Background: an optimization exercise with open tools, aiming at small area. Do not read the settings as production practice. In this exercise RTL edits were held to simulation tests only and were not proved equivalent to the original. Power figures rest on the tool's default switching activity, not on a simulated workload.

build 91:
==> flow/design.v <==
package sdhc_pkg;
   parameter int DATA_W = 32;      
   parameter int ADDR_W = 64;      
   parameter int LEN_W  = 16;      
   parameter int BYTES_PER_WORD = DATA_W / 8;
endpackage
`timescale 1ns/1ps
module data_fifo (
   input  logic        CLK,
   input  logic        reset,
   input  logic        push,
   input  logic [31:0] wdata,
   input  logic        pop,
   output logic [31:0] rdata,
   output logic        empty,
   output logic        full
);
   logic [31:0] mem [8];
   logic [2:0]  wr_ptr;
   logic [2:0]  rd_ptr;
   logic        last_push;
   logic        same;
   logic        do_push;
   logic        do_pop;
   assign same    = (wr_ptr == rd_ptr);
   assign empty   = same & ~last_push;
   assign full    = same & last_push;
   assign do_push = push & ~full;      
   assign do_pop  = pop & ~empty;      
   logic [7:0] rd_sel;
   always_comb begin
      for (int i = 0; i < 8; i++) begin
         rd_sel[i] = (rd_ptr == 3'(i));
      end
   end
   for (genvar b = 0; b < 32; b++) begin : g_rd
      logic [7:0] col;
      for (genvar i = 0; i < 8; i++) begin : g_col
         assign col[i] = mem[i][b];
      end
      sel_or #(.N(8)) u_rd (.s(rd_sel), .d(col), .y(rdata[b]));
   end
   always_ff @(posedge CLK) begin
      if (do_push) begin
         mem[wr_ptr] <= wdata;
      end
   end
   always_ff @(posedge CLK) begin
      if (reset) begin
         wr_ptr    <= '0;
         rd_ptr    <= '0;
         last_push <= 1'b0;
      end else begin
         if (do_push) begin
            wr_ptr <= wr_ptr + 1'b1;
         end
         if (do_pop) begin
            rd_ptr <= rd_ptr + 1'b1;
         end
         if (do_push != do_pop) begin
            last_push <= do_push;
         end
      end
   end
endmodule
`timescale 1ns/1ps
module sel_aoi3 (
   input  logic [2:0] s,
   input  logic [2:0] d,
   output logic       y_n
);
   assign y_n = ~|(s & d);
endmodule
module sel_aoi2 (
   input  logic [1:0] s,
   input  logic [1:0] d,
   output logic       y_n
);
   assign y_n = ~|(s & d);
endmodule
module sel_or #(
   parameter int N = 64
) (
   input  logic [N-1:0] s,
   input  logic [N-1:0] d,
   output logic         y
);
   localparam int N3 = N / 3;
   localparam int R  = N % 3;
   localparam int P  = N3 + (R != 0 ? 1 : 0);
   logic [P-1:0] part_n;
   for (genvar g = 0; g < N3; g++) begin : g_aoi
      sel_aoi3 u_aoi (.s(s[3*g +: 3]), .d(d[3*g +: 3]), .y_n(part_n[g]));
   end
   if (R == 2) begin : g_r2
      sel_aoi2 u_aoi (.s(s[N-1 -: 2]), .d(d[N-1 -: 2]), .y_n(part_n[P-1]));
   end else if (R == 1) begin : g_r1
      assign part_n[P-1] = ~(s[N-1] & d[N-1]);
   end
   assign y = ~&part_n;
endmodule
module sys_ram (
   input  logic        CLK,
   input  logic        we,
   input  logic [5:0]  addr,
   input  logic [31:0] wdata,
   output logic [31:0] rdata
);
   logic [31:0] mem [64];
   logic [63:0] sel;
   always_comb begin
      for (int i = 0; i < 64; i++) begin
         sel[i] = (addr == 6'(i));
      end
   end
   for (genvar b = 0; b < 32; b++) begin : g_rd
      logic [63:0] col;
      for (genvar i = 0; i < 64; i++) begin : g_col
         assign col[i] = mem[i][b];
      end
      sel_or #(.N(64)) u_rd (.s(sel), .d(col), .y(rdata[b]));
   end
   always_ff @(posedge CLK) begin
      for (int i = 0; i < 64; i++) begin
         if (we & sel[i]) begin
            mem[i] <= wdata;
         end
      end
   end
endmodule
`timescale 1ns/1ps
module dma_transfer (
   input  logic        CLK,
   input  logic        reset,
   input  logic        start,
   input  logic        direction,      
   input  logic [5:0]  word_init,      
   input  logic [13:0] words,          
   input  logic        empty,
   input  logic        full,
   output logic        done,
   output logic [5:0]  word_addr,
   output logic        fifo_read,
   output logic        fifo_write
);
   logic        dir;
   logic        waiting;      
   logic [13:0] left;
   logic        complete;
   logic        blocked;
   logic        active;
   assign complete   = (left == '0);
   assign blocked    = dir ? full : empty;
   assign active     = ~done & ~waiting;
   assign fifo_read  = active & ~dir & ~empty & ~complete;
   assign fifo_write = active &  dir & ~full  & ~complete;
   always_ff @(posedge CLK) begin
      if (reset) begin
         done <= 1'b1;
      end else if (done) begin
         done <= ~start;
      end else if (active) begin
         done <= complete;
      end
   end
   always_ff @(posedge CLK) begin
      if (done) begin
         dir       <= direction;
         waiting   <= 1'b0;
         left      <= words;
         word_addr <= word_init;
      end else begin
         if (active) begin
            waiting <= ~complete & blocked;
         end else begin
            waiting <= blocked;
         end
         if (fifo_read | fifo_write) begin
            left      <= left - 1'b1;
            word_addr <= word_addr + 1'b1;
         end
      end
   end
endmodule
`timescale 1ns/1ps
module sdhc_dma_top #(
   parameter int FIFO_DEPTH = 8,
   parameter int RAM_WORDS  = 64
) (
   input  logic                         CLK,
   input  logic                         reset,
   input  logic                         start,
   input  logic                         direction,
   input  logic [63:0]                  address_init,
   input  logic [15:0]                  length,
   output logic                         done,
   input  logic                         card_push,
   input  logic [31:0]                  card_wdata,
   input  logic                         card_pop,
   output logic [31:0]                  card_rdata,
   output logic                         card_empty,
   output logic                         card_full,
   input  logic                         host_we,
   input  logic [$clog2(RAM_WORDS)-1:0] host_addr,
   input  logic [31:0]                  host_wdata,
   output logic [31:0]                  host_rdata
);
   logic [5:0]  word_addr;
   logic        fifo_read;
   logic        fifo_write;
   logic [31:0] ram_rdata;
   dma_transfer u_transfer (
      .CLK        (CLK),
      .reset      (reset),
      .start      (start),
      .direction  (direction),
      .word_init  (address_init[7:2]),
      .words      (length[15:2]),
      .empty      (card_empty),
      .full       (card_full),
      .done       (done),
      .word_addr  (word_addr),
      .fifo_read  (fifo_read),
      .fifo_write (fifo_write)
   );
   data_fifo u_fifo (
      .CLK   (CLK),
      .reset (reset),
      .push  (fifo_write | card_push),
      .wdata (fifo_write ? ram_rdata : card_wdata),
      .pop   (fifo_read | card_pop),
      .rdata (card_rdata),
      .empty (card_empty),
      .full  (card_full)
   );
   sys_ram u_ram (
      .CLK   (CLK),
      .we    (done ? host_we : fifo_read),
      .addr  (done ? host_addr : word_addr),
      .wdata (done ? host_wdata : card_rdata),
      .rdata (ram_rdata)
   );
   assign host_rdata = ram_rdata;
endmodule
clock: 10.0 ns
lec_check: 0
cap_margin: 0
cell_pad_in_sites_detail_placement: 1
cell_pad_in_sites_global_placement: 1
core_margin: 2
core_utilization: 60
cts_buf_list: sky130_fd_sc_hd__clkbuf_16
cts_cluster_diameter: 100
cts_cluster_size: 30
place_density: 0.7
slew_margin: 0
synth_hierarchical: 1
standard.sh (not shown) runs the stock make flow with config.mk's settings and CLKGATE_MAP_FILE= SYNTH_SCRIPT=/design/flow/synth_recipe.tcl, a recipe that flattens the netlist after the stock synthesis.
==> flow/flow/run.sh <==
#!/bin/bash
# Standard layout, but the port buffers use the smallest buffer cell
# instead of the one buffer_ports picks by default.
export BUFFER_PORTS_ARGS="-buffer_cell sky130_fd_sc_hd__buf_1"
bash standard.sh > standard.log 2>&1
Build 91 ended with every stage complete and zero timing, DRC or antenna violations.
Input-level comparison between build 75 and build 91:
==> flow/run.sh (new file) <==
#!/bin/bash
# synth_recipe.tcl (not shown) runs the flow's synth.tcl, then flattens the netlist and writes it again
# the make line also repeats each setting of config.mk as NAME=value (left out here)
make -C /OpenROAD-flow-scripts/flow DESIGN_CONFIG=/design/flow/config.mk WORK_HOME=/design/flow/orfs CLKGATE_MAP_FILE= SYNTH_SCRIPT=/design/flow/synth_recipe.tcl finish
==> flow/config.mk <==
export PLATFORM = sky130hd
export DESIGN_NAME = sdhc_dma_top
export DESIGN_NICKNAME = sdhc_dma_top
export VERILOG_FILES = /design/flow/design.v
export SDC_FILE = /design/flow/constraint.sdc
export NUM_CORES = 4
export LEC_CHECK = 0
export CAP_MARGIN = 20
export CELL_PAD_IN_SITES_DETAIL_PLACEMENT = 2
export CELL_PAD_IN_SITES_GLOBAL_PLACEMENT = 2
export CORE_MARGIN = 2
export CORE_UTILIZATION = 30
export PLACE_DENSITY = 0.45
export SLEW_MARGIN = 20
export SYNTH_HIERARCHICAL = 1
removed: flow/flow/run.sh
removed: flow/standard.sh
--- outcome ---
The power dissipated in sequential cells was comparable across build 75 and build 91. Build 75 vs build 91, worst setup slack went down by 0.33 ns. Looking at delay of the slowest cell on the worst path, build 75 sits 0.02 ns below build 91.
--- input diff build 75..build 94 ---
==> flow/flow/run.sh (new file) <==
#!/bin/bash
# Standard layout, but the port buffers use the smallest buffer cell
# instead of the one buffer_ports picks by default.
export BUFFER_PORTS_ARGS="-buffer_cell sky130_fd_sc_hd__buf_1"
bash standard.sh > standard.log 2>&1
==> flow/standard.sh (new file) <==
#!/bin/bash
# synth_recipe.tcl (not shown) runs the flow's synth.tcl, then flattens the netlist and writes it again
# the make line also repeats each setting of config.mk as NAME=value (left out here)
make -C /OpenROAD-flow-scripts/flow DESIGN_CONFIG=/design/flow/config.mk WORK_HOME=/design/flow/orfs CLKGATE_MAP_FILE= SYNTH_SCRIPT=/design/flow/synth_recipe.tcl "${@:-finish}"
==> flow/config.mk <==
export PLATFORM = sky130hd
export DESIGN_NAME = sdhc_dma_top
export DESIGN_NICKNAME = sdhc_dma_top
export VERILOG_FILES = /design/flow/design.v
export SDC_FILE = /design/flow/constraint.sdc
export NUM_CORES = 4
export LEC_CHECK = 0
export CAP_MARGIN = 0
export CELL_PAD_IN_SITES_DETAIL_PLACEMENT = 1
export CELL_PAD_IN_SITES_GLOBAL_PLACEMENT = 1
export CORE_MARGIN = 2
export CORE_UTILIZATION = 60
export CTS_BUF_LIST = sky130_fd_sc_hd__clkbuf_8
export CTS_CLUSTER_DIAMETER = 60
export CTS_CLUSTER_SIZE = 18
export PLACE_DENSITY = 0.7
export SLEW_MARGIN = 0
export SYNTH_HIERARCHICAL = 1
removed: flow/run.sh
Notes after the runs:
Build 94 and build 75 all finish clean. Measured against each other, build 94 and build 75 differ in number of vias in the routed layout, the lower figure coming from build 75. [build 94] layout buffer count excluding clock buffers fell about 20% relative to build 75. Est. power | build 94 vs build 75 | build 94 lower. Build 75 -> build 94: maximum frequency increased by a few percent. Portion of total power attributed to the clock network on build 94 is down relative to build 75. Path length in cells of the critical path ends up higher on build 94. The final worst setup slack of build 94 was superior to that of build 75.
Setup changes, build 94 to build 43
==> flow/run.sh (new file) <==
#!/bin/bash
# synth_recipe.tcl (not shown) runs the flow's synth.tcl, then flattens the netlist and writes it again
# the make line also repeats each setting of config.mk as NAME=value (left out here)
make -C /OpenROAD-flow-scripts/flow DESIGN_CONFIG=/design/flow/config.mk WORK_HOME=/design/flow/orfs CLKGATE_MAP_FILE= SYNTH_SCRIPT=/design/flow/synth_recipe.tcl finish
diff --git a/flow/config.mk b/flow/config.mk
--- a/flow/config.mk
+++ b/flow/config.mk
@@ -12,5 +12,3 @@
 export CORE_UTILIZATION = 60
-export CTS_BUF_LIST = sky130_fd_sc_hd__clkbuf_8
-export CTS_CLUSTER_DIAMETER = 60
-export CTS_CLUSTER_SIZE = 18
+export CTS_BUF_LIST = sky130_fd_sc_hd__clkbuf_4 sky130_fd_sc_hd__clkbuf_8
 export PLACE_DENSITY = 0.7
removed: flow/flow/run.sh
removed: flow/standard.sh
Results
- Build 94 and build 43 all finish clean.
- Higher depth of the worst register-to-register path among build 94 and build 43: build 94
- Build 43 vs build 94: cell area power density up in build 43
- Relative to build 94, overall routed net length increased by 2.7% in build 43.
- NOTE power build 94->build 43 increased by more than 10%
- Going from build 94 to build 43, number of clock-tree buffers in the layout +about 200%; starting DRC count in detailed routing increased by about 5% relative to the old numbers.

## re-timing with driven ports
The results above use ideal ports. As a check the final layouts listed here were re-extracted and re-timed, cells and wires unchanged.
Step 1 sets driving cells, clkbuf_16 on the clock port and buf_2 on the other inputs (assumed; they add their load-dependent delay and slew).
Step 2 also shifts input and output timing later by t, the mid clock arrival at the registers, as if the neighbouring blocks saw the same clock.
Slacks: no drivers / after step 1 / after step 2; pairs: no drivers / after step 1.
run	t (ns)	slack for setup (ns)	hold WS [ns]	worst register clock-pin slew, ns	worst data-port slew with drivers (ns)
build 91	0.826	1.151 / 1.122 / 1.122	0.518 / 0.518 / 0.518	0.12 / 0.12	0.13
build 75	0.925	0.824 / 0.787 / 0.787	0.498 / 0.498 / 0.498	0.06 / 0.06	0.14
build 94	1.006	1.255 / 1.226 / 1.226	0.492 / 0.492 / 0.492	0.11 / 0.11	0.13
build 43	1.103	0.454 / 0.395 / 0.395	0.542 / 0.542 / 0.542	0.07 / 0.07	0.07
After both steps setup and hold are still met in every run listed. The setup slack of build 43, which loses most, moves by -0.059 ns with the drivers and by -0.059 ns with both steps.
